Background: an optimization exercise with open tools, aiming at small area, a short achievable clock period and few clock cycles. Do not read the settings as production practice. Power figures rest on the tool's default switching activity, not on a simulated workload.

Setup of the baseline:
==> flow/design.v <==
package msts_pkg;
   localparam int SLOTS       = 16;
   localparam int SLOT_W      = 4;
   localparam int ID_WIDTH    = 8;
   localparam int COUNT_WIDTH = 16;
   localparam logic [1:0] CMD_TICK  = 2'd0;
   localparam logic [1:0] CMD_START = 2'd1;
   localparam logic [1:0] CMD_STOP  = 2'd2;
   localparam logic [1:0] CMD_READ  = 2'd3;
endpackage
module millisecond_timer_slot_table_unit (
   input  logic        clock,
   input  logic        reset,
   input  logic        req_tvalid,
   output logic        req_tready,
   input  logic [7:0]  req_tdata,   
   input  logic [1:0]  req_tuser,   
   output logic        rsp_tvalid,
   input  logic        rsp_tready,
   output logic [39:0] rsp_tdata
);
   localparam int SLOTS = msts_pkg::SLOTS;
   localparam int CW    = msts_pkg::COUNT_WIDTH;
   logic [SLOTS-1:0] used_ff;
   logic [7:0]       owner_ff [SLOTS];
   logic [CW-1:0]    stamp_ff [SLOTS];
   logic [CW-1:0]    tick_cnt_ff;
   logic             s0_v_ff;
   logic             s0_tick_ff, s0_start_ff, s0_stop_ff, s0_read_ff;
   logic [7:0]       s0_id_ff;
   logic [SLOTS-1:0] s0_eq_ff;
   logic             s0_hit_ff;
   logic          e_v_ff;
   logic          e_success_ff;
   logic [3:0]    e_slot_ff;
   logic          e_running_ff;
   logic [CW-1:0] e_stamp_ff;
   logic          out_v_ff;
   logic          out_success_ff;
   logic [3:0]    out_slot_ff;
   logic [CW-1:0] out_elapsed_ff;
   logic          out_running_ff;
   logic adv, ex;
   assign adv        = !out_v_ff || rsp_tready;
   assign req_tready = rsp_tready;
   assign ex         = s0_v_ff && adv;
   logic [SLOTS-1:0] free1, claim, release_;
   logic [SLOTS-1:0] claim_s, release_s;
   logic             hit, anyfree, stop_rest;
   logic             is_tick, is_start, is_stop, is_read;
   logic [3:0]       hit_idx, free_idx;
   logic [CW-1:0]    hit_stamp;
   assign is_tick  = s0_tick_ff;
   assign is_start = s0_start_ff;
   assign is_stop  = s0_stop_ff;
   assign is_read  = s0_read_ff;
   always_comb begin
      logic seen_free;
      seen_free = 1'b0;
      hit_idx   = '0;
      free_idx  = '0;
      hit_stamp = '0;
      stop_rest = 1'b0;
      for (int i = 0; i < SLOTS; i++) begin
         free1[i]  = !used_ff[i] && !seen_free;
         seen_free = seen_free || !used_ff[i];
         if (s0_eq_ff[i]) begin
            hit_idx   = hit_idx | 4'(i);
            hit_stamp = hit_stamp | stamp_ff[i];
         end
         if (free1[i]) begin
            free_idx = free_idx | 4'(i);
         end
         stop_rest = stop_rest || (used_ff[i] && !s0_eq_ff[i]);
      end
      hit      = s0_hit_ff;
      anyfree  = seen_free;
      claim_s   = (s0_v_ff && is_start && !hit) ? free1 : '0;
      release_s = (s0_v_ff && is_stop) ? s0_eq_ff : '0;
      claim     = adv ? claim_s : '0;
      release_  = adv ? release_s : '0;
   end
   logic [SLOTS-1:0] in_eq, cmp;
   logic             in_hit, fwd;
   assign fwd = s0_v_ff && (req_tdata == s0_id_ff);
   always_comb begin
      for (int i = 0; i < SLOTS; i++) begin
         cmp[i] = used_ff[i] && (owner_ff[i] == req_tdata);
      end
      if (fwd) begin
         in_eq  = is_stop ? '0 : (s0_eq_ff | claim_s);
         in_hit = !is_stop && (hit || (is_start && anyfree));
      end else begin
         in_eq  = cmp;
         in_hit = |cmp;
      end
   end
   logic [CW-1:0] tick_cnt_in;
   assign tick_cnt_in = is_tick ? tick_cnt_ff + 1'b1 : tick_cnt_ff;
   always_ff @(posedge clock) begin
      if (reset) begin
         used_ff     <= '0;
         tick_cnt_ff <= '0;
      end else begin
         used_ff <= (used_ff | claim) & ~release_;
         if (ex) begin
            tick_cnt_ff <= tick_cnt_in;
         end
      end
   end
   always_ff @(posedge clock) begin
      for (int i = 0; i < SLOTS; i++) begin
         if (!used_ff[i]) begin
            owner_ff[i] <= s0_id_ff;
            stamp_ff[i] <= tick_cnt_ff;
         end
      end
   end
   always_ff @(posedge clock) begin
      if (reset) begin
         s0_v_ff  <= 1'b0;
         e_v_ff   <= 1'b0;
         out_v_ff <= 1'b0;
      end else begin
         if (req_tready) begin
            s0_v_ff <= req_tvalid;
         end else if (adv) begin
            s0_v_ff <= 1'b0;
         end
         if (adv) begin
            e_v_ff   <= s0_v_ff;
            out_v_ff <= e_v_ff;
         end
      end
   end
   always_ff @(posedge clock) begin
      if (req_tready) begin
         s0_tick_ff  <= (req_tuser == msts_pkg::CMD_TICK);
         s0_start_ff <= (req_tuser == msts_pkg::CMD_START);
         s0_stop_ff  <= (req_tuser == msts_pkg::CMD_STOP);
         s0_read_ff  <= (req_tuser == msts_pkg::CMD_READ);
         s0_id_ff  <= req_tdata;
         s0_eq_ff  <= in_eq;
         s0_hit_ff <= in_hit;
      end
   end
   always_ff @(posedge clock) begin
      if (adv) begin
         e_stamp_ff   <= (hit && (is_start || is_read)) ? hit_stamp : tick_cnt_in;
         e_success_ff <= is_tick || hit || (is_start && anyfree);
         e_running_ff <= is_start || (is_stop ? stop_rest : (|used_ff));
         if (hit && (is_start || is_read)) begin
            e_slot_ff <= hit_idx;
         end else if (is_start && anyfree) begin
            e_slot_ff <= free_idx;
         end else begin
            e_slot_ff <= '0;
         end
      end
   end
   logic [CW-1:0] diff;
   always_comb begin
      logic [CW-1:0] g, p, gg, pp, gn, pn;
      g = tick_cnt_ff & ~e_stamp_ff;
      p = tick_cnt_ff ^ ~e_stamp_ff;
      gg    = g;
      gg[0] = g[0] | p[0];
      pp    = p;
      for (int d = 1; d < CW; d = d * 2) begin
         gn = gg;
         pn = pp;
         for (int i = d; i < CW; i++) begin
            gn[i] = gg[i] | (pp[i] & gg[i-d]);
            pn[i] = pp[i] & pp[i-d];
         end
         gg = gn;
         pp = pn;
      end
      diff = p ^ {gg[CW-2:0], 1'b1};
   end
   always_ff @(posedge clock) begin
      if (adv) begin
         out_success_ff <= e_success_ff;
         out_slot_ff    <= e_slot_ff;
         out_running_ff <= e_running_ff;
         out_elapsed_ff <= diff;
      end
   end
   assign rsp_tvalid = out_v_ff;
   assign rsp_tdata  = {2'b00, out_running_ff, 16'd0, out_elapsed_ff, out_slot_ff, out_success_ff};
endmodule
clock: 4.5 ns
lec_check: 0
abc_clock_period_in_ps: 2300
cap_margin: 20
core_margin: 2
core_utilization: 55
setup_slack_margin: 2.15
slew_margin: 20
standard.sh (not shown) runs the stock make flow with config.mk's settings and CLKGATE_MAP_FILE= SYNTH_SCRIPT=/design/flow/synth_recipe.tcl, a recipe that flattens the netlist after the stock synthesis.
==> flow/flow/run.sh <==
#!/bin/bash
set -o pipefail
export CTS_ARGS="-sink_clustering_enable -repair_clock_nets -dont_use_dummy_load -sink_clustering_size 24 -sink_clustering_max_diameter 60 -buf_list {sky130_fd_sc_hd__clkbuf_8 sky130_fd_sc_hd__clkbuf_16}"
bash standard.sh > standard.log 2>&1
In summary, the baseline completed successfully, with a layout that passed the timing, design-rule and antenna checks.
What the candidate does differently from the baseline at the input level:
# the baseline
export LEC_CHECK = 0
export ABC_CLOCK_PERIOD_IN_PS = 2300
export CAP_MARGIN = 20
export CORE_MARGIN = 2
export CORE_UTILIZATION = 55
export SETUP_SLACK_MARGIN = 2.15
export SLEW_MARGIN = 20
create_clock -name core_clock -period 4.5 [get_ports {clock}]
# the candidate
export LEC_CHECK = 0
export ABC_CLOCK_PERIOD_IN_PS = 2200
export CAP_MARGIN = 20
export CORE_MARGIN = 2
export CORE_UTILIZATION = 55
export SETUP_SLACK_MARGIN = 2.3
export SLEW_MARGIN = 20
create_clock -name core_clock -period 4.5 [get_ports {clock}]
## What came out
The candidate reached the final stage; the timing, design-rule and antenna checks on its layout passed. The candidate ended up with edfxtp_1 as its slowest stage cell on the critical path; the baseline ended up with clkdlybuf4s15_1. Via density per instance delta for the candidate relative to the baseline: about 1% higher. The candidate reports a lower sequential share of layout area than the baseline does. Required time reported for the critical path endpoint for the candidate is higher than for the baseline. Against the baseline as the reference, the candidate delivers a higher worst relative slew slack. On combinational power: the candidate sits below the baseline. Taking the baseline as the reference, in the candidate total area of multi-input combinational cells now sits higher, post-placement cell area went up, maximum frequency higher. Summary of the candidate over the baseline: synthesis-to-finish area growth went up by 1.3 points, first-pass GRT wire length higher.
No run of this note included a check of the RTL's function; only the layout flow was run.

-- afterwards: timing with drivers on the ports --
The results above use ideal ports. As a check the final layouts listed here were re-extracted and re-timed, cells and wires unchanged.
Step 1 (the two cells are an assumption about what drives the block):
set clk [get_ports {clock}]
set_driving_cell -lib_cell sky130_fd_sc_hd__clkbuf_16 $clk
set_driving_cell -lib_cell sky130_fd_sc_hd__buf_2 [delete_from_list [all_inputs] $clk]
Step 2 moves the port delays by t, midway between the first and last clock arrival at a register: inputs arrive t later, outputs are due t later. That takes back most of the time a late clock gives input paths.
Slacks: no drivers / after step 1 / after step 2; pairs: no drivers / after step 1.
run	shift t [ns]	setup slack, ns	latest minus earliest clock arrival (ns)	worst slew at a driven data input, ns	cell pins on the clock port's net
the baseline	0.583	2.183 / 2.126 / 1.641	0.047 / 0.047	0.05	1
the candidate	0.577	2.216 / 2.216 / 1.786	0.040 / 0.041	0.04	1
After both steps setup and hold are still met in every run listed. The setup slack of the baseline, which loses most, moves by -0.057 ns with the drivers and by -0.542 ns with both steps.
